This design comes from an exercise in tuning for small area, a short achievable clock period and few clock cycles per item on the open sky130 flow, not from production work. In this exercise RTL edits were held to simulation tests only and were not proved equivalent to the original.

==> flow/design.v (outline; a module is shown in full before it is edited, if it fits) <==
// module linear_interpolation: 35 lines
// module mul16cs: 1361 lines
// module lut_interp_ctrl: 287 lines
module lut_interp_ctrl #(
    parameter int DATA_WIDTH = lut_interp_pkg::DEF_DATA_WIDTH,
    parameter int NUM_POINTS = lut_interp_pkg::DEF_NUM_POINTS,
    localparam int ADDR_W    = $clog2(NUM_POINTS)
) (
    input  logic                  clk,
    input  logic                  rst_n,
    input  logic                  cfg_we,
    input  logic [ADDR_W-1:0]     cfg_addr,
    input  logic [DATA_WIDTH-1:0] cfg_x,
    input  logic [DATA_WIDTH-1:0] cfg_y,
    output logic                  cfg_busy,
    input  logic                  in_valid,
    output logic                  in_ready,
    input  logic [DATA_WIDTH-1:0] in_x,
    output logic                  out_valid,
    input  logic                  out_ready,
    output logic [DATA_WIDTH-1:0] out_y,
    output logic                  out_clamped
);
  // ...
==> flow/flow/run.sh <==
#!/bin/bash
# Layout flow: the standard ORFS flow, unchanged except that the port
# buffers ORFS inserts at placement are sky130_fd_sc_hd__buf_2 cells
# instead of the ones buffer_ports picks by default (clkdlybuf4s50_1, a
# delay cell). Every input and output port still gets its own buffer.
set -euo pipefail
export BUFFER_PORTS_ARGS="-buffer_cell sky130_fd_sc_hd__buf_2"
bash standard.sh > standard_flow.log 2>&1
==> flow/standard.sh <==
#!/bin/bash
# synth_recipe.tcl (not shown) runs the flow's synth.tcl, then flattens the netlist and writes it again
# the make line also repeats each setting of config.mk as NAME=value (left out here)
make -C /OpenROAD-flow-scripts/flow DESIGN_CONFIG=/design/flow/config.mk WORK_HOME=/design/flow/orfs CLKGATE_MAP_FILE= SYNTH_SCRIPT=/design/flow/synth_recipe.tcl "${@:-finish}"
==> flow/config.mk <==
export PLATFORM = sky130hd
export DESIGN_NAME = lut_interp_ctrl
export DESIGN_NICKNAME = lut_interp_ctrl
export VERILOG_FILES = /design/flow/design.v
export SDC_FILE = /design/flow/constraint.sdc
export NUM_CORES = 4
export LEC_CHECK = 0
export ABC_AREA = 1
export CAP_MARGIN = 20
export CORE_MARGIN = 2
export CORE_UTILIZATION = 55
export CTS_CLUSTER_DIAMETER = 80
export CTS_CLUSTER_SIZE = 24
export SLEW_MARGIN = 20
==> flow/constraint.sdc <==
create_clock -name core_clock -period 110.0 [get_ports {clk}]
set_input_delay 22.0000 -clock core_clock [delete_from_list [all_inputs] [get_ports {clk}]]
set_output_delay 22.0000 -clock core_clock [all_outputs]
set_load 0.01 [all_outputs]
==> notes.md, run 1 <==
- Number of synthesized flops with an enable pin: 453
- Register area share after synthesis: 0.340
- GRT Util Overall: 0.305
- Status: finished clean
- Largest cell class by area: multi-input combinational cells
- Setup bufs post-CTS: 0
- Invs w/o clock: roughly 1100
- Clock slew at reported path FFs: about 0.1 ns
- CTS Buf Count: 36
- Per-cell routed wire length: 20.6 um
- Layout Cells excl Fill: 5990
- Synthesized instance count: 4948
- Top Ports: 76
- Post-Synth Adder-Cell Area: 0.280
- Max-slew violations: 0
- Crit path cell chain: inv_1 -> buf_2
- Detail Placement HPWL: 93800 um
- Hold Path Stages: 0
- Fin crit share: 0.211
- Reg2Reg Depth: 90
- Most frequent cells in the layout: nand2_1, inv_1, fa_1
- Endpoint type of the worst setup path: primary output
- Cell with the most instances after synthesis: nand2_1
- Unrepaired setup endpoints after global routing: no
- Clock Latency Late Sink: 0.61 ns
- Post-Synth Simple-Gate Area: 0.166
- Drt pass-1 iters: 6
- Async SR Flop Fraction: 0.0326
- Initial antenna violation count: 0
- Minimum clock period: around 23 ns
- Multi-input combinational cell area: between 0.02 and 0.025 mm2
- Post-DR vias/cell: about 5.4
- Setup WS pre-CTS: roughly 86 ns
- CLK BUF: 47
Testbench counts, summed over its fixed seeds: cycles 3,264, items 3,200.
==> inputs of run 2 (changes only) <==
--- a/flow/config.mk
+++ b/flow/config.mk
@@ -8,7 +8,7 @@
 export ABC_AREA = 1
 export CAP_MARGIN = 20
 export CORE_MARGIN = 2
-export CORE_UTILIZATION = 55
+export CORE_UTILIZATION = 40
 export CTS_CLUSTER_DIAMETER = 80
-export CTS_CLUSTER_SIZE = 24
+export CTS_CLUSTER_SIZE = 28
 export SLEW_MARGIN = 20
==> run 2 against run 1 <==
Compared with the run above:
- critical path depth decreased by 1
- critical endpoint is now out_valid
- maximum frequency decreased by 0.24%
- routed wire length decreased by 2.6%
- sequential share of layout area decreased by 0.20 points
==> notes.md, run 2 <==
- Max-cap violations: 0
- Syn Area/Cell: roughly 9 um2
- Initial Util: 0.402
- Final nets: 5605
- Remaining DRCs: 0
- Cell with the most instances after synthesis: nand2_1
- Commonest non-fill, non-tap cell in the layout: nand2_1
- Fmax: approximately 43 MHz
- Startpoint types: flip-flop
- Area Growth Syn to Fin: 6.41%
- Top Ports: 76 (unchanged)
- Crit path cell chain: buf_2
- Unrepaired setup endpoints after global routing: no
- Clk sink count: about 520
- Worst slew margin: 0.313
- Most used DFF post-synth: edfxtp_1
- Crit-path max cell delay: 0.40 ns
- Yosys warnings: 3
- Die area: 0.113 mm2
- Worst path bufs/invs: 1
- First-pass GRT wire length: 188000 um
- CTS tree: yes
- Detail Placement HPWL: 92300 um (-1.6%)
- Slowest cell on the critical path: dfrtp_1
- Worst-Margin Slew: 1.02 ns
- Final Hold Viols: 0
- Synth top area cells: edfxtp_1, fa_1, nand2_1, inv_1, o21ai_0
- Minimum clock period: 23.22 ns (+0.0558 ns)
- Yosys top cell by area: edfxtp_1
- H-Tree Depth: 1
- Drt pass-1 iters: 8 (+2)
- CTS Buf Count: 29 (-19%)
- DRT antenna net count: 0
- Total grt overflow: 0
- Number of synthesized flops with an enable pin: 453 (unchanged)
- Setup_tns: 0 ns
- Synth cell types: 66
- Cts hold-fix bufs: 0
- Max-slew violations: 0 (unchanged)
- Root buf cell: clkbuf_16
- Share of cells above drive strength 1: 0.0611
- Clock slew at reported path FFs: 0.10 ns (about the same)
- Largest registers: tx_q x128, ty_q x128, st2_q x64
- Most frequent cells in the layout: nand2_1, inv_1, fa_1
- Crit-path max FO: 2
- Final WL: 120000 um
- Cell Rows: 122
- Clock Latency Late Sink: 0.69 ns (+0.08 ns)
- Final setup skew: 0.0732 ns
- GRT Util Overall: 0.215 (-0.0907)
- Arrival time at the worst endpoint: 1.22 ns
- Area of the core: 0.110 mm2
- CTS max path bufs: 3
- Fin crit share: 0.211 (+0.000507)
- Post-synthesis sequential element count: 522
- Initial antenna violation count: 1 (+1)
- Die extent in y: around 340 um
- Hold Crit Class: reg -> reg
- Filler cells: 10833
- Per-cell routed wire length: 18.7 um (-8.8%)
- Endpoint type of the worst setup path: primary output
- DR vias: 32626
- Post-cts repair resize count: 0
- Final Setup Violations: 0
- Synth top area share: 0.307
- Setup bufs post-CTS: 0 (unchanged)
- Setup CP Type: reg -> out
- Critical path required time: between 80 and 90 ns
- 1st-iter DRT viols: roughly 3000
- Number of global-route vias before repair: roughly 33000
- Synthesized instance count: 4948 (unchanged)
- Async SR Flop Fraction: 0.0326 (unchanged)
- Delay-heaviest family, CP: flip-flops
- Post-Syn Area: 0.0443 mm2
- GP Congestion: 0.898
- Commonest cells in the netlist: nand2_1, inv_1, fa_1
- Status: finished clean
- Port Buffers: 75
- Post-DR vias/cell: 5.10 (-6.5%)
- Syn Nets: 5662
- Ant diodes: 0
- Die width: 337 um
- Largest net degree at the start of global routing: 78
- Register area share after synthesis: 0.340 (unchanged)
run 2: cell counts after synthesis:
Identical to the previous run, type by type.
run 2: cells by family (layout without fill, tap and decap cells):
family,count (synthesis),in the layout,share of synthesized area
flops,522,522,0.340
mux,14,14,0.00316
compound gates,664,664,0.0872
buf+inv,1275,1241,0.111
xor+xnor,64,64,0.0126
fa+ha+maj,658,658,0.280
simple gates,1751,1751,0.166
run 2: cell type report:
cell class | instances | area (um2) | area share
clock buffer | 38 | 793 | 0.0168
multi-input combinational | 3151 | 24400 | 0.518
clock inverter | 16 | 258 | 0.00547
tap | 1488 | 1860 | 0.0395
sequential | 522 | 15100 | 0.320
timing repair buffer | 125 | 751 | 0.0159
inverter | 1062 | 3990 | 0.0845
run 2: path summary, 6_finish.rpt:
check / start / endpoint / slack [ns] / depth (start not counted)
worst max-delay path: ov_q / out_valid / 86.78 / 1
worst min-delay path: rising1_q / rising2_q / 0.41 / 0
worst max register to register: dxn1_q[12] / st2_q[98] / 86.85 / 90
worst min register to register: rising1_q / rising2_q / 0.41 / 0
max in group asynchronous: rst_n / adv_q / 88.37 / 1
min in group asynchronous: rst_n / tv_q[0] / 21.24 / 1
run 2: per-stage QoR:
step	hold slack (ns)	area [um2]	instances	util	setup slack, ns
floorplan	0.400	44300	4948	-	86.91
CTS	0.413	47100	6402	0.428	85.88
detailed placement	0.405	46100	6348	0.418	85.97
global placement	0.402	46100	6348	0.418	85.99
global route	0.422	47200	6402	0.428	84.88
finish	0.409	47200	6402	0.428	86.78
run 2: routing by layer:
metal  wire length, um  vias to the layer above  global-route usage
met5                 0                        -                   0
met4              3780                        0              0.0619
met3              7180                      184              0.0236
met2             57900                     1047               0.362
met1             51200                    15983               0.292
li1                  -                    15412                   -
==> module lut_interp_ctrl, before the edit <==
module lut_interp_ctrl #(
    parameter int DATA_WIDTH = lut_interp_pkg::DEF_DATA_WIDTH,
    parameter int NUM_POINTS = lut_interp_pkg::DEF_NUM_POINTS,
    localparam int ADDR_W    = $clog2(NUM_POINTS)
) (
    input  logic                  clk,
    input  logic                  rst_n,
    input  logic                  cfg_we,
    input  logic [ADDR_W-1:0]     cfg_addr,
    input  logic [DATA_WIDTH-1:0] cfg_x,
    input  logic [DATA_WIDTH-1:0] cfg_y,
    output logic                  cfg_busy,
    input  logic                  in_valid,
    output logic                  in_ready,
    input  logic [DATA_WIDTH-1:0] in_x,
    output logic                  out_valid,
    input  logic                  out_ready,
    output logic [DATA_WIDTH-1:0] out_y,
    output logic                  out_clamped
);
    localparam int W     = 16;
    localparam int N     = 8;
    logic [W-1:0] tx_q [N];
    logic [W-1:0] ty_q [N];
    logic [N-1:0] tv_q;
    logic         pw_q;
    logic [2:0]   pa_q;
    logic [W-1:0] px_q, py_q;
    always_ff @(posedge clk or negedge rst_n) begin
        if (!rst_n) begin
            pw_q <= 1'b0;
            tv_q <= '0;
        end else begin
            pw_q <= cfg_we & ~cfg_busy;
            if (pw_q) tv_q[pa_q] <= 1'b1;
        end
    end
    always_ff @(posedge clk) begin
        pa_q <= cfg_addr;
        px_q <= cfg_x;
        py_q <= cfg_y;
        for (int i = 0; i < N; i++) begin
            if (pw_q && pa_q == 3'(i)) begin
                tx_q[i] <= px_q;
                ty_q[i] <= py_q;
            end
        end
    end
    logic v0_q, v1_q, v2_q, ov_q, sv_q, adv_q, nrdy_q, busy_q;
    logic v0_d, v1_d, v2_d, ov_d, sv_d, adv_d, nrdy_d, busy_d;
    logic acc, ld0, arrive, hold, out_en, skid_en;
    assign acc     = in_valid & ~nrdy_q;
    assign ld0     = adv_q | ~v0_q;          
    assign arrive  = adv_q & v2_q;           
    assign hold    = ov_q & ~out_ready;      
    assign out_en  = ~hold;
    assign skid_en = ~sv_q;
    logic [3:0] c_ov, c_sv, c_adv, c_nrdy, c_busy, c_v0;
    always_comb begin
        for (int k = 0; k < 4; k++) begin
            logic r, iv, h, a, v0n, v1n, v2n, ovn, svn, advn;
            r    = k[1];
            iv   = k[0];
            h    = ov_q & ~r;
            a    = iv & ~nrdy_q;
            v0n  = a ? 1'b1 : (adv_q ? 1'b0 : v0_q);
            v1n  = adv_q ? v0_q : v1_q;
            v2n  = adv_q ? v1_q : v2_q;
            ovn  = h | sv_q | arrive;
            svn  = h ? (sv_q | arrive) : (sv_q & arrive);
            advn = ~svn | ~v2n;
            c_v0[k]   = v0n;
            c_ov[k]   = ovn;
            c_sv[k]   = svn;
            c_adv[k]  = advn;
            c_nrdy[k] = ~advn & v0n;
            c_busy[k] = v0n | v1n | v2n | ovn | svn;
        end
        v0_d   = c_v0[{out_ready, in_valid}];
        ov_d   = c_ov[{out_ready, in_valid}];
        sv_d   = c_sv[{out_ready, in_valid}];
        adv_d  = c_adv[{out_ready, in_valid}];
        nrdy_d = c_nrdy[{out_ready, in_valid}];
        busy_d = c_busy[{out_ready, in_valid}];
        v1_d   = adv_q ? v0_q : v1_q;
        v2_d   = adv_q ? v1_q : v2_q;
    end
    always_ff @(posedge clk or negedge rst_n) begin
        if (!rst_n) begin
            v0_q       <= 1'b0;
            v1_q       <= 1'b0;
            v2_q       <= 1'b0;
            ov_q       <= 1'b0;
            sv_q       <= 1'b0;
            adv_q      <= 1'b1;
            nrdy_q     <= 1'b0;
            busy_q     <= 1'b0;
        end else begin
            v0_q       <= v0_d;
            v1_q       <= v1_d;
            v2_q       <= v2_d;
            ov_q       <= ov_d;
            sv_q       <= sv_d;
            adv_q      <= adv_d;
            nrdy_q     <= nrdy_d;
            busy_q     <= busy_d;
        end
    end
    assign in_ready  = ~nrdy_q;
    assign cfg_busy  = busy_q;
    assign out_valid = ov_q;
    logic [W-1:0] xin_q;
    always_ff @(posedge clk) if (ld0) xin_q <= in_x;
    logic         lt0, gtx7, gt7, clamped, sel_lo, sel_hi, sel_in;
    logic [W-1:0] xc;
    logic [N-2:0] c, sel, sx0, sx1;
    logic         found;
    logic [W-1:0] x0, x1, y0, y1;
    logic         bdx, bdy, bsp, bdn, interior, rising, gtx0, span_nz;
    logic [W-1:0] dx, dy, dyp, dyn, span, ybase;
    logic [3:0]   lz;
    logic [W-1:0] dxn, dn;
    function automatic logic lt16(input logic [W-1:0] a, input logic [W-1:0] b);
        logic [W-1:0] g, p;
        g = ~a & b;
        p = ~a | b;
        for (int s = 1; s < W; s = s * 2)
            for (int i = 0; i < W; i += 2 * s) begin
                g[i] = g[i+s] | (p[i+s] & g[i]);
                p[i] = p[i+s] & p[i];
            end
        lt16 = g[0];
    endfunction
    function automatic logic [W:0] sub16(input logic [W-1:0] a, input logic [W-1:0] b);
        logic         cy;
        logic [W-1:0] d;
        cy = 1'b1;
        for (int i = 0; i < W; i++) begin
            d[i] = a[i] ^ ~b[i] ^ cy;
            cy   = (a[i] & ~b[i]) | (a[i] & cy) | (~b[i] & cy);
        end
        sub16 = {~cy, d};
    endfunction
    always_comb begin
        lt0     = tv_q[0] & lt16(xin_q, tx_q[0]);
        gtx7    = tv_q[N-1] ? lt16(tx_q[N-1], xin_q) : (xin_q != '0);
        gt7     = ~lt0 & gtx7;
        clamped = lt0 | gt7;
        sel_lo  = lt0;
        sel_hi  = gt7 & tv_q[N-1];
        sel_in  = ~clamped;
        xc      = (tx_q[0] & {W{sel_lo}}) | (tx_q[N-1] & {W{sel_hi}}) |
                  (xin_q & {W{sel_in}});
        for (int i = 0; i < N-1; i++) c[i] = tv_q[i+1] & lt16(xc, tx_q[i+1]);
        found = |c;
        for (int i = 0; i < N-1; i++) begin
            sel[i] = c[i];
            for (int j = 0; j < i; j++) if (c[j]) sel[i] = 1'b0;
        end
        sel[N-2] = sel[N-2] | ~found;
        for (int i = 0; i < N-1; i++) begin
            sx0[i] = sel[i] & tv_q[i];
            sx1[i] = sel[i] & tv_q[i+1];
        end
        x0 = '0; x1 = '0; y0 = '0; y1 = '0;
        for (int i = 0; i < N-1; i++) begin
            x0 = x0 | (tx_q[i]   & {W{sx0[i]}});
            x1 = x1 | (tx_q[i+1] & {W{sx1[i]}});
            y0 = y0 | (ty_q[i]   & {W{sx0[i]}});
            y1 = y1 | (ty_q[i+1] & {W{sx1[i]}});
        end
        {bdx, dx} = sub16(xc, x0);
        gtx0      = ~bdx & (dx != '0);
        {bsp, span} = sub16(x1, x0);
        span_nz   = (span != '0);
        interior  = found & gtx0;
        ybase     = (~found & gtx0 & span_nz) ? y1 : y0;
        {bdy, dyp} = sub16(y1, y0);
        {bdn, dyn} = sub16(y0, y1);
        rising    = ~bdy;
        dy        = rising ? dyp : dyn;
        lz = 4'd15;
        for (int i = 0; i < W; i++) if (span[i]) lz = 4'(W-1-i);
        dn   = (span << lz) | {~interior, {(W-1){1'b0}}};
        dxn  = (dx & {W{interior}}) << lz;
    end
    logic [W-1:0]   dy1_q, dxn1_q, d1_q, ybase1_q;
    logic           rising1_q, clamped1_q;
    always_ff @(posedge clk) begin
        if (adv_q) begin
            dy1_q      <= dy;
            dxn1_q     <= dxn;
            d1_q       <= dn;
            ybase1_q   <= ybase;
            rising1_q  <= rising;
            clamped1_q <= clamped;
        end
    end
    logic [2*W-1:0] ps, pc;
    mul16cs u_mul (.a(dy1_q), .b(dxn1_q), .s0(ps), .s1(pc));
    localparam int RB = W + 3;
    localparam int KB = 9;
    typedef struct packed {
        logic [RB-1:0]  rs;
        logic [RB-1:0]  rc;
        logic [W-1:0]   pl;      
        logic [W-1:0]   plc;     
        logic [W-1:0]   qp;
        logic [W-1:0]   qn;
    } srt_t;
    function automatic srt_t srt_step(input srt_t st, input logic [W-1:0] d,
                                      input logic [W-1:0] dinv);
        logic [RB-1:0] s2, c2, m;
        logic [3:0]    est;
        logic          pos, neg;
        srt_t          o;
        s2  = {st.rs[RB-2:0], st.pl[W-1]};
        c2  = {st.rc[RB-2:0], st.plc[W-1]};
        est = s2[RB-1:RB-4] + c2[RB-1:RB-4];
        pos = ~est[3];
        neg = est[3] & (est != 4'b1111);
        m   = ({{(RB-W){1'b1}}, dinv} & {RB{pos}}) | ({{(RB-W){1'b0}}, d} & {RB{neg}});
        o.rs = s2 ^ c2 ^ m;
        o.rc = {((s2[RB-2:0] & c2[RB-2:0]) | (s2[RB-2:0] & m[RB-2:0]) |
                 (c2[RB-2:0] & m[RB-2:0])), pos};
        o.pl = {st.pl[W-2:0], 1'b0};
        o.plc = {st.plc[W-2:0], 1'b0};
        o.qp = {st.qp[W-2:0], pos};
        o.qn = {st.qn[W-2:0], neg};
        srt_step = o;
    endfunction
    srt_t stB, stC;
    always_comb begin
        stB.rs  = {{(RB-W){1'b0}}, ps[2*W-1:W]};
        stB.rc  = {{(RB-W){1'b0}}, pc[2*W-1:W]};
        stB.pl  = ps[W-1:0];
        stB.plc = pc[W-1:0];
        stB.qp = '0;
        stB.qn = '0;
        for (int k = 0; k < KB; k++) stB = srt_step(stB, d1_q, ~d1_q);
    end
    srt_t           st2_q;
    logic [W-1:0]   d2_q, ybase2_q;
    logic           rising2_q, clamped2_q;
    always_ff @(posedge clk) begin
        if (adv_q) begin
            st2_q      <= stB;
            d2_q       <= d1_q;
            ybase2_q   <= ybase1_q;
            rising2_q  <= rising1_q;
            clamped2_q <= clamped1_q;
        end
    end
    logic [RB-1:0] rfin;
    logic          rneg, ycin;
    logic [W-1:0]  ya, yb, ys, yc;
    logic [W-1:0]  yres;
    logic          clamped_o;
    always_comb begin
        stC = st2_q;
        for (int k = KB; k < W; k++) stC = srt_step(stC, d2_q, ~d2_q);
        rfin = stC.rs + stC.rc;
        rneg = rfin[RB-1];
        ya = rising2_q ? stC.qp : ~stC.qp;
        yb = rising2_q ? ~stC.qn : stC.qn;
        ys = ybase2_q ^ ya ^ yb;
        yc = {((ybase2_q[W-2:0] & ya[W-2:0]) | (ybase2_q[W-2:0] & yb[W-2:0]) |
               (ya[W-2:0] & yb[W-2:0])), ~rising2_q};
        ycin = rising2_q ^ rneg;
        yres = ys + yc + {{(W-1){1'b0}}, ycin};
        clamped_o = clamped2_q;
    end
    logic [W-1:0] oy_q, sy_q;
    logic         oc_q, sc_q;
    always_ff @(posedge clk) begin
        if (skid_en) begin
            sy_q <= yres;
            sc_q <= clamped_o;
        end
        if (out_en) begin
            oy_q <= sv_q ? sy_q : yres;
            oc_q <= sv_q ? sc_q : clamped_o;
        end
    end
    assign out_y       = oy_q;
    assign out_clamped = oc_q;
endmodule
==> inputs of run 3 (changes only) <==
--- a/flow/design.v
+++ b/flow/design.v
@@ -1595,8 +1595,8 @@
     logic           rising1_q, clamped1_q;
     always_ff @(posedge clk) begin
         if (adv_q) begin
-            dy1_q      <= dy;
-            dxn1_q     <= dxn;
+            dy1_q      <= ~dy;
+            dxn1_q     <= ~dxn;
             d1_q       <= dn;
             ybase1_q   <= ybase;
             rising1_q  <= rising;
@@ -1604,7 +1604,7 @@
         end
     end
     logic [2*W-1:0] ps, pc;
-    mul16cs u_mul (.a(dy1_q), .b(dxn1_q), .s0(ps), .s1(pc));
+    mul16cs u_mul (.a(~dy1_q), .b(~dxn1_q), .s0(ps), .s1(pc));
     localparam int RB = W + 3;
     localparam int KB = 9;
     typedef struct packed {
--- a/flow/config.mk
+++ b/flow/config.mk
@@ -8,7 +8,7 @@
 export ABC_AREA = 1
 export CAP_MARGIN = 20
 export CORE_MARGIN = 2
-export CORE_UTILIZATION = 40
+export CORE_UTILIZATION = 55
 export CTS_CLUSTER_DIAMETER = 80
-export CTS_CLUSTER_SIZE = 28
+export CTS_CLUSTER_SIZE = 24
 export SLEW_MARGIN = 20
==> run 3 against run 2 <==
Compared with the run above:
- still clean
- area after synthesis shrank 1.5%
- non-clock buffer count rose by 12
- cell count shrank 9.0%
- sequential cell count stayed put
- critical path type unchanged
- largest cell class unchanged
==> notes.md, run 3 <==
- Status: finished clean
- Clock Latency Late Sink: 0.60 ns (-0.09 ns)
- Area Growth Syn to Fin: 6.22%
- Final nets: 5462 (-2.6%)
- Worst slew margin: 0.251 (-0.0621)
- Cell Rows: 103 (-16%)
- CTS tree: yes
- CTS Buf Count: 36 (+24%)
- Filler cells: 7092 (-35%)
- Max-cap violations: 0 (unchanged)
- CTS max path bufs: 3 (unchanged)
- Post-Syn Area: 0.0436 mm2 (-1.5%)
- Fin crit share: 0.210 (-0.000674)
- Placed Cells: 5760 (-9.3%)
- Final Worst Setup Slack: 86.85 ns (+0.0741 ns)
- Post-synthesis sequential element count: 522 (unchanged)
- Final setup skew: 0.0514 ns (-0.0218 ns)
- Drt pass-1 iters: 6 (-2)
- DRT antenna net count: 0 (unchanged)
- Setup CP Type: reg -> out
- Clock slew at reported path FFs: 0.09 ns (about the same)
- Max-slew violations: 0 (unchanged)
- Commonest cells in the netlist: nand2_1, inv_1, fa_1
- Critical path required time: 88.00 ns (about the same)
- Area of the core: 0.0787 mm2 (-29%)
- Worst-Margin Slew: 1.10 ns (+0.0743 ns)
- Die extent in y: 286 um (-15%)
- Synth top area share: 0.312 (+0.00482)
- Crit-path max FO: 2 (unchanged)
- Syn Nets: 5463 (-3.5%)
- Yosys warnings: 3 (unchanged)
- Unrepaired setup endpoints after global routing: no
- Yosys top cell by area: edfxtp_1
- Share of cells above drive strength 1: 0.0641 (+0.00303)
- GP Congestion: 0.939 (+4.5%)
- Synth cell types: 72 (+9.1%)
- Setup bufs post-CTS: 0 (unchanged)
- Post-cts repair resize count: 0 (unchanged)
- Startpoint types: flip-flop
- Final WL: 124000 um (+3.2%)
- Die area: 0.0816 mm2 (-28%)
- Clk sink count: 522 (unchanged)
- Initial antenna violation count: 0 (-1)
- Cts hold-fix bufs: 0 (unchanged)
- Per-cell routed wire length: 21.3 um (+13%)
- Number of synthesized flops with an enable pin: 453 (unchanged)
- Most frequent cells in the layout: nand2_1, inv_1, fa_1
- Largest registers: tx_q x128, ty_q x128, st2_q x64
- Ant diodes: 0 (unchanged)
- Layout Cells excl Fill: 5825 (-9.0%)
- Detail Placement HPWL: 93200 um (+0.94%)
- Number of global-route vias before repair: 32443 (-0.52%)
- Top Ports: 76 (unchanged)
- Synth top area cells: edfxtp_1, fa_1, nand2_1, inv_1, nor2_1
- Remaining DRCs: 0 (unchanged)
- Die width: 286 um (-15%)
- Minimum clock period: 23.15 ns (-0.0741 ns)
- Finished Cell Area: 0.0463 mm2 (-1.7%)
- Endpoint type of the worst setup path: primary output
- GRT Util Overall: 0.309 (+0.0946)
- Final Hold Viols: 0 (unchanged)
- Register area: 0.0151 mm2 (unchanged)
- Final design utilization: 0.589 (+0.161)
- Hold Slack: 0.423 ns (+0.0134 ns)
- Fmax: 43.2 MHz (+0.32%)
- Syn Area/Cell: 9.19 um2 (+2.6%)
- H-Tree Depth: 2 (+1)
- 1st-iter DRT viols: 2929 (-3.5%)
- DR vias: 32406 (-0.67%)
- Final Setup Violations: 0 (unchanged)
- Total grt overflow: 0 (unchanged)
- Largest net degree at the start of global routing: 72 (-7.7%)
- Setup_tns: 0 ns (unchanged)
- Multi-input combinational cell area: 0.0245 mm2 (+0.46%)
- Setup WS pre-CTS: 86.61 ns (+0.636 ns)
- First-pass GRT wire length: 192000 um (+1.7%)
- Port Buffers: 75 (unchanged)
- Most used DFF post-synth: edfxtp_1
- Dpl cell area: 0.0451 mm2 (-2.1%)
- Commonest non-fill, non-tap cell in the layout: nand2_1
- Cell with the most instances after synthesis: nand2_1
- Root buf cell: clkbuf_16
- Hold Crit Class: reg -> reg
- Arrival time at the worst endpoint: 1.15 ns (-0.07 ns)
- Register area share after synthesis: 0.345 (+0.00533)
- Synthesized instance count: 4749 (-4.0%)
- Initial Util: 0.554 (+0.152)
- Post-DR vias/cell: 5.56 (+9.2%)
- Async SR Flop Fraction: 0.0326 (unchanged)
## run 3: cell count changes after synthesis, moves of 16 or more
cell / before / now
nor2_1: 195 / 425
nand2_1: 1208 / 983
inv_1: 1029 / 864
clkbuf_1: 162 / 120
a21oi_1: 104 / 88
nand4_1: 54 / 70
## run 3: layout make-up
| class | count | area share |
|---|---|---|
| Clock inverter | 18 | 0.00570 |
| Inverter | 892 | 0.0722 |
| Multi-Input combinational cell | 3159 | 0.530 |
| Timing Repair Buffer | 137 | 0.0181 |
| Clock buffer | 47 | 0.0208 |
| Sequential cell | 522 | 0.325 |
| Tap cell | 1050 | 0.0283 |
## run 3: logic make-up after synthesis
family / share of synthesized area
xor+xnor: 0.0139
simple gates: 0.174
flops: 0.345
compound gates: 0.0855
buf+inv: 0.0944
fa+ha+maj: 0.284
mux: 0.00298
## run 3: layer usage
layer	global-route usage	part of all wire	vias up
met5	0	0	-
met4	0.113	0.040	0
met3	0.0314	0.060	235
met2	0.520	0.49	1206
met1	0.420	0.41	15838
li1	-	-	15127
## run 3: worst paths after layout
| check | startpoint | to | cells past startpoint | slack (ns) |
|---|---|---|---|---|
| hold reg to reg | ybase1_q[12] | ybase2_q[12] | 0 | 0.42 |
| max in group asynchronous | rst_n | pw_q | 1 | 88.26 |
| min in group asynchronous | rst_n | nrdy_q | 1 | 21.36 |
| setup reg to reg | st2_q[79] | oy_q[14] | 110 | 87.49 |
| setup / recovery | nrdy_q | in_ready | 2 | 86.85 |
| hold / removal | ybase1_q[12] | ybase2_q[12] | 0 | 0.42 |
## run 3: critical path, cell delays in order (launching register included)
cell and delay (ns):
dfrtp_1 0.37, inv_1 0.06, buf_2 0.12
Testbench counts of run 3, summed over its fixed seeds: cycles 3,264, items 3,200.
==> inputs of run 4 (changes only) <==
--- a/flow/config.mk
+++ b/flow/config.mk
@@ -8,7 +8,7 @@
 export ABC_AREA = 1
 export CAP_MARGIN = 20
 export CORE_MARGIN = 2
-export CORE_UTILIZATION = 55
+export CORE_UTILIZATION = 65
 export CTS_CLUSTER_DIAMETER = 80
 export CTS_CLUSTER_SIZE = 24
 export SLEW_MARGIN = 20
==> run 4 against run 3 <==
Compared with the run above:
- maximum frequency down 0.43%
- sequential share of layout area is 0.40 points higher
- global-route usage is 4.5 points higher
- still clean
- critical path depth down 1
- first-iteration DRC count increased by 17%
- cell count decreased by 3.5%
- worst setup slack lost 0.10 ns
- core utilization up 10 points
- count of clock-buffer cells in the layout fell by 3
==> notes.md, run 4 <==
- Worst path bufs/invs: 1 (-1)
- Synth cell types: 72 (unchanged)
- Share of cells above drive strength 1: 0.0601 (-0.00396)
- Clock Latency Late Sink: 0.68 ns (+0.08 ns)
- Largest net degree at the start of global routing: 82 (+14%)
- Syn Nets: 5463 (unchanged)
- Final Setup Violations: 0 (unchanged)
- DRT antenna net count: 0 (unchanged)
- Area of the core: 0.0661 mm2 (-16%)
- Area Growth Syn to Fin: 4.94%
- Setup CP Type: reg -> out
- Ant diodes: 0 (unchanged)
- Cell Rows: 94 (-8.7%)
- Clock slew at reported path FFs: 0.09 ns (about the same)
- Fmax: 43.0 MHz (-0.43%)
- Slowest cell on the critical path: edfxtp_1
- Commonest cells in the netlist: nand2_1, inv_1, fa_1
- Syn Area/Cell: 9.19 um2 (unchanged)
- H-Tree Depth: 1 (-1)
- Remaining DRCs: 0 (unchanged)
- Post-synthesis sequential element count: 522 (unchanged)
- CTS tree: yes
- Number of global-route vias before repair: 32840 (+1.2%)
- Crit-path max FO: 1 (-1)
- Fin crit share: 0.211 (+0.000914)
- Final Worst Setup Slack: 86.75 ns (-0.100 ns)
- Die extent in y: 263 um (-7.9%)
- Initial Util: 0.660 (+0.106)
- Yosys top cell by area: edfxtp_1
- Die width: 263 um (-7.9%)
- Root buf cell: clkbuf_16
- Post-cts repair resize count: 0 (unchanged)
- Total grt overflow: 0 (unchanged)
- Most frequent cells in the layout: nand2_1, inv_1, fa_1
- Worst-Margin Slew: 1.19 ns (+0.0959 ns)
- Minimum clock period: 23.25 ns (+0.100 ns)
- Top Ports: 76 (unchanged)
- Max-slew violations: 0 (unchanged)
- GP Congestion: 0.970 (+3.3%)
- Final nets: 5449 (-0.24%)
- Final setup skew: 0.105 ns (+0.0539 ns)
- CTS Buf Count: 28 (-22%)
- Drt pass-1 iters: 9 (+3)
- Synth top area cells: edfxtp_1, fa_1, nand2_1, inv_1, nor2_1
- Max-cap violations: 0 (unchanged)
- DR vias: 33005 (+1.8%)
- Setup_tns: 0 ns (unchanged)
- CP startpoint: oy_q[14]
- Number of synthesized flops with an enable pin: 453 (unchanged)
- Worst slew margin: 0.185 (-0.0656)
- Yosys warnings: 3 (unchanged)
- Async SR Flop Fraction: 0.0326 (unchanged)
- Status: finished clean
- Synth top area share: 0.312 (unchanged)
- Register area share after synthesis: 0.345 (unchanged)
- R2r startpoint: dy1_q[13]
- Hold Crit Class: reg -> reg
- Hold_sp: clamped1_q
- Unrepaired setup endpoints after global routing: no
- Final WL: 120000 um (-3.2%)
- Synthesized instance count: 4749 (unchanged)
- GRT Util Overall: 0.354 (+0.0448)
- Startpoint types: flip-flop
- Endpoint type of the worst setup path: primary output
- Setup WS pre-CTS: 86.59 ns (-0.0131 ns)
- Setup bufs post-CTS: 0 (unchanged)
- Clk sink count: 522 (unchanged)
- Most used DFF post-synth: edfxtp_1
- Commonest non-fill, non-tap cell in the layout: nand2_1
- Delay-heaviest family, CP: flip-flops
- CTS max path bufs: 3 (unchanged)
- Largest registers: tx_q x128, ty_q x128, st2_q x64
- Die area: 0.0692 mm2 (-15%)
- First-pass GRT wire length: 188000 um (-2.1%)
- Post-Syn Area: 0.0436 mm2 (unchanged)
- Crit path cell chain: buf_2
- 1st-iter DRT viols: 3416 (+17%)
- Cell with the most instances after synthesis: nand2_1
- Initial antenna violation count: 0 (unchanged)
- Final Hold Viols: 0 (unchanged)
- Port Buffers: 75 (unchanged)
- Detail Placement HPWL: 89600 um (-3.8%)
- Critical path required time: 88.00 ns (about the same)
- Post-DR vias/cell: 5.87 (+5.5%)
- Cts hold-fix bufs: 0 (unchanged)
- Arrival time at the worst endpoint: 1.25 ns (+0.10 ns)
- Crit-path max cell delay: 0.47 ns (+0.10 ns)
- Per-cell routed wire length: 21.3 um (+0.29%)
==> run 4: layer usage <==
metal	global-route usage	part of all wire	routed length, um	vias up
met5	0	0	0	-
met4	0.154	0.052	6230	0
met3	0.0424	0.083	9960	323
met2	0.588	0.48	57600	1604
met1	0.475	0.38	46100	15996
li1	-	-	-	15082
==> run 4: area by class of cell <==
type                       instances  area [um2]
fill                            5322       20300
multi-input combinational       3159       24500
tap                              864        1080
inverter                         892        3350
timing repair buffer             132         803
clock inverter                     8         118
sequential                       522       15100
clock buffer                      44         813
==> run 4: cell families (layout without fill, tap and decap cells) <==
kind of cell    count (synthesis)  count (layout)  share of synthesized area
flops                         522             522                      0.345
mux                            13              13                    0.00298
simple gates                 1779            1779                      0.174
buf+inv                      1068            1076                     0.0944
compound gates                640             640                     0.0855
fa+ha+maj                     658             658                      0.284
xor+xnor                       69              69                     0.0139
==> run 4: path summary, 6_finish.rpt <==
path,slack (ns),to,cells after the start
max,86.75,out_y[14],1
min,0.43,clamped2_q,0
max reg2reg,87.38,st2_q[93],90
min reg2reg,0.43,clamped2_q,0
max in group asynchronous,88.29,adv_q,1
min in group asynchronous,21.27,tv_q[7],1
==> run 4: through the flow <==
step	cells	util	hold WS [ns]	instance area, um2
6_report	5621	0.693	0.429	45800
2_1_floorplan	4749	-	0.400	43600
3_3_place_gp	5569	0.678	0.402	44800
5_1_grt	5621	0.693	0.440	45800
3_5_place_dp	5569	0.678	0.405	44800
4_1_cts	5621	0.692	0.427	45800
==> inputs of run 5 (changes only) <==
--- a/flow/config.mk
+++ b/flow/config.mk
@@ -8,7 +8,8 @@
 export ABC_AREA = 1
 export CAP_MARGIN = 20
 export CORE_MARGIN = 2
-export CORE_UTILIZATION = 65
-export CTS_CLUSTER_DIAMETER = 80
-export CTS_CLUSTER_SIZE = 24
+export CORE_UTILIZATION = 55
+export CTS_BUF_LIST = sky130_fd_sc_hd__clkbuf_8
+export CTS_CLUSTER_DIAMETER = 60
+export CTS_CLUSTER_SIZE = 16
 export SLEW_MARGIN = 20
==> run 5 against run 4 <==
Compared with the run above:
- still clean
- register-to-register slack better by 0.11 ns
- sequential cell count stayed put
- synthesized cell count stayed put
- critical endpoint is now in_ready
- highest routed layer unchanged
==> notes.md, run 5 <==
- Port Buffers: 75 (unchanged)
- Unrepaired setup endpoints after global routing: no
- Total grt overflow: 0 (unchanged)
- Share of cells above drive strength 1: 0.0689 (+0.00878)
- Startpoint types: flip-flop
- Number of global-route vias before repair: 32529 (-0.95%)
- Initial antenna violation count: 1 (+1)
- Max-slew violations: 0 (unchanged)
- Commonest non-fill, non-tap cell in the layout: nand2_1
- DRT antenna net count: 0 (unchanged)
- Cell Rows: 103 (+9.6%)
- Clock slew at reported path FFs: 0.10 ns (about the same)
- Hold Crit Class: reg -> reg
- Setup CP Type: reg -> out
- Synth cell types: 72 (unchanged)
- CP startpoint: nrdy_q
- Largest net degree at the start of global routing: 72 (-12%)
- H-Tree Depth: 2 (+1)
- R2r startpoint: st2_q[98]
- Worst-Margin Slew: 1.10 ns (-0.0938 ns)
- Final Hold Viols: 0 (unchanged)
- 1st-iter DRT viols: 2977 (-13%)
- Fin crit share: 0.212 (about the same)
- Top Ports: 76 (unchanged)
- Yosys warnings: 3 (unchanged)
- Remaining DRCs: 0 (unchanged)
- GP Congestion: 0.939 (-3.2%)
- Per-cell routed wire length: 21.2 um (-0.71%)
- Worst slew margin: 0.249 (+0.0641)
- Area of the core: 0.0787 mm2 (+19%)
- CTS Buf Count: 50 (+79%)
- Filler cells: 7141 (+34%)
- Crit-path max FO: 2 (+1)
- CTS max path bufs: 3 (unchanged)
- Synth top area cells: edfxtp_1, fa_1, nand2_1, inv_1, nor2_1
- Area Growth Syn to Fin: 5.96%
- Post-Syn Area: 0.0436 mm2 (unchanged)
- DR vias: 32556 (-1.4%)
- First-pass GRT wire length: 192000 um (+2.3%)
- Root buf cell: clkbuf_8
- Final setup skew: 0.0692 ns (-0.0361 ns)
- Async SR Flop Fraction: 0.0326 (unchanged)
- Minimum clock period: 23.27 ns (+0.0203 ns)
- Cts hold-fix bufs: 0 (unchanged)
- Cell with the most instances after synthesis: nand2_1
- GRT Util Overall: 0.309 (-0.0446)
- Crit-path max cell delay: 0.37 ns (-0.10 ns)
- Die width: 286 um (+8.6%)
- Post-synthesis sequential element count: 522 (unchanged)
- Synthesized instance count: 4749 (unchanged)
- Post-DR vias/cell: 5.56 (-5.3%)
- Initial Util: 0.554 (-0.106)
- Post-cts repair resize count: 0 (unchanged)
- Arrival time at the worst endpoint: 1.27 ns (+0.02 ns)
- Synth top area share: 0.312 (unchanged)
- Hold Slack: 0.425 ns (-0.00402 ns)
- Clk sink count: 522 (unchanged)
- Number of synthesized flops with an enable pin: 453 (unchanged)
- Max-cap violations: 0 (unchanged)
- Syn Nets: 5463 (unchanged)
- Hold_sp: rising1_q
- Fmax: 43.0 MHz (about the same)
- Final Setup Violations: 0 (unchanged)
- Setup bufs post-CTS: 0 (unchanged)
- Drt pass-1 iters: 6 (-3)
- Critical path required time: 88.00 ns (about the same)
- Endpoint type of the worst setup path: primary output
- Detail Placement HPWL: 93200 um (+4.0%)
- Die extent in y: 286 um (+8.6%)
- CTS tree: yes
- Die area: 0.0816 mm2 (+18%)
- Crit path cell chain: inv_1 -> buf_2
- Largest registers: tx_q x128, ty_q x128, st2_q x64
- Clock Latency Late Sink: 0.72 ns (+0.04 ns)
- Most used DFF post-synth: edfxtp_1
- Slowest cell on the critical path: dfrtp_1
- Final WL: 124000 um (+3.5%)
- Most frequent cells in the layout: nand2_1, inv_1, fa_1
- Syn Area/Cell: 9.19 um2 (unchanged)
- Status: finished clean
- Commonest cells in the netlist: nand2_1, inv_1, fa_1
- Final nets: 5476 (+0.50%)
- Yosys top cell by area: edfxtp_1
- Setup_tns: 0 ns (unchanged)
- Register area share after synthesis: 0.345 (unchanged)
-- run 5: worst max-delay path: cells and delay by family (launching register included) --
kind / cells / cell delay, ns
flops: 1 / 0.37
buf+inv: 2 / 0.18
-- run 5: final timing paths --
path / endpoint / slack (ns) / depth (start not counted)
worst max-delay path: in_ready / 86.73 / 2
worst min-delay path: rising2_q / 0.42 / 0
worst max register to register: oy_q[14] / 87.49 / 110
worst min register to register: rising2_q / 0.42 / 0
max in group asynchronous: adv_q / 88.34 / 1
min in group asynchronous: nrdy_q / 21.24 / 1
-- run 5: logic make-up after synthesis --
kind of cell    count (synthesis)  share of synthesized area
compound gates                640                     0.0855
xor+xnor                       69                     0.0139
fa+ha+maj                     658                      0.284
buf+inv                      1068                     0.0944
flops                         522                      0.345
mux                            13                    0.00298
simple gates                 1779                      0.174
-- run 5: per-layer routing --
metal / vias up / track usage / share of wire
met2: 1271 / 0.519 / 0.49
li1: 15165 / - / -
met3: 249 / 0.0340 / 0.066
met1: 15871 / 0.420 / 0.41
met5: - / 0 / 0
met4: 0 / 0.112 / 0.040
-- run 5: metrics by stage --
stage                util  cell area (um2)  cells  setup slack (ns)
finish              0.587            46200   5857             86.73
detailed placement  0.573            45100   5760             86.61
CTS                 0.587            46200   5854             86.69
floorplan               -            43600   4749             86.91
global route        0.587            46200   5857             85.12
global placement    0.573            45100   5760             86.65
-- run 5: layout make-up --
cell class                 instances  area, um2  share of cell area
sequential                       522      15100               0.326
clock inverter                    41        375             0.00812
multi-input combinational       3159      24500               0.531
tap                             1050       1310              0.0284
clock buffer                      53        729              0.0158
inverter                         892       3350              0.0724
antenna                            3       7.51            0.000162
timing repair buffer             137        841              0.0182

[static timing again, ports no longer ideal]
Ports are ideal in the flow. The routed layouts listed here were re-timed in OpenROAD. Step 1 sets driving cells, clkbuf_16 on the clock port and buf_2 on the other inputs (assumed; they add their load-dependent delay and slew). Step 2 moves the port delays by t, midway between the first and last clock arrival at a register: inputs arrive t later, outputs are due t later. That takes back most of the time a late clock gives input paths. a / b / c = ideal ports / drivers / drivers and shift; a / b = the first two.
run	t, ns	setup WS [ns]	hold slack, ns
run 1	0.651	86.836 / 86.769 / 86.649	0.413 / 0.413 / 0.413
run 2	0.718	86.780 / 86.715 / 86.563	0.409 / 0.409 / 0.409
run 3	0.643	86.854 / 86.790 / 86.666	0.423 / 0.423 / 0.423
run 4	0.689	86.754 / 86.688 / 86.585	0.429 / 0.429 / 0.429
run 5	0.750	86.733 / 86.669 / 86.674	0.425 / 0.425 / 0.425
After both steps every run listed still meets setup and hold. For run 2, which loses most, drivers alone change the setup slack by -0.065 ns; drivers and shift together by -0.217 ns.
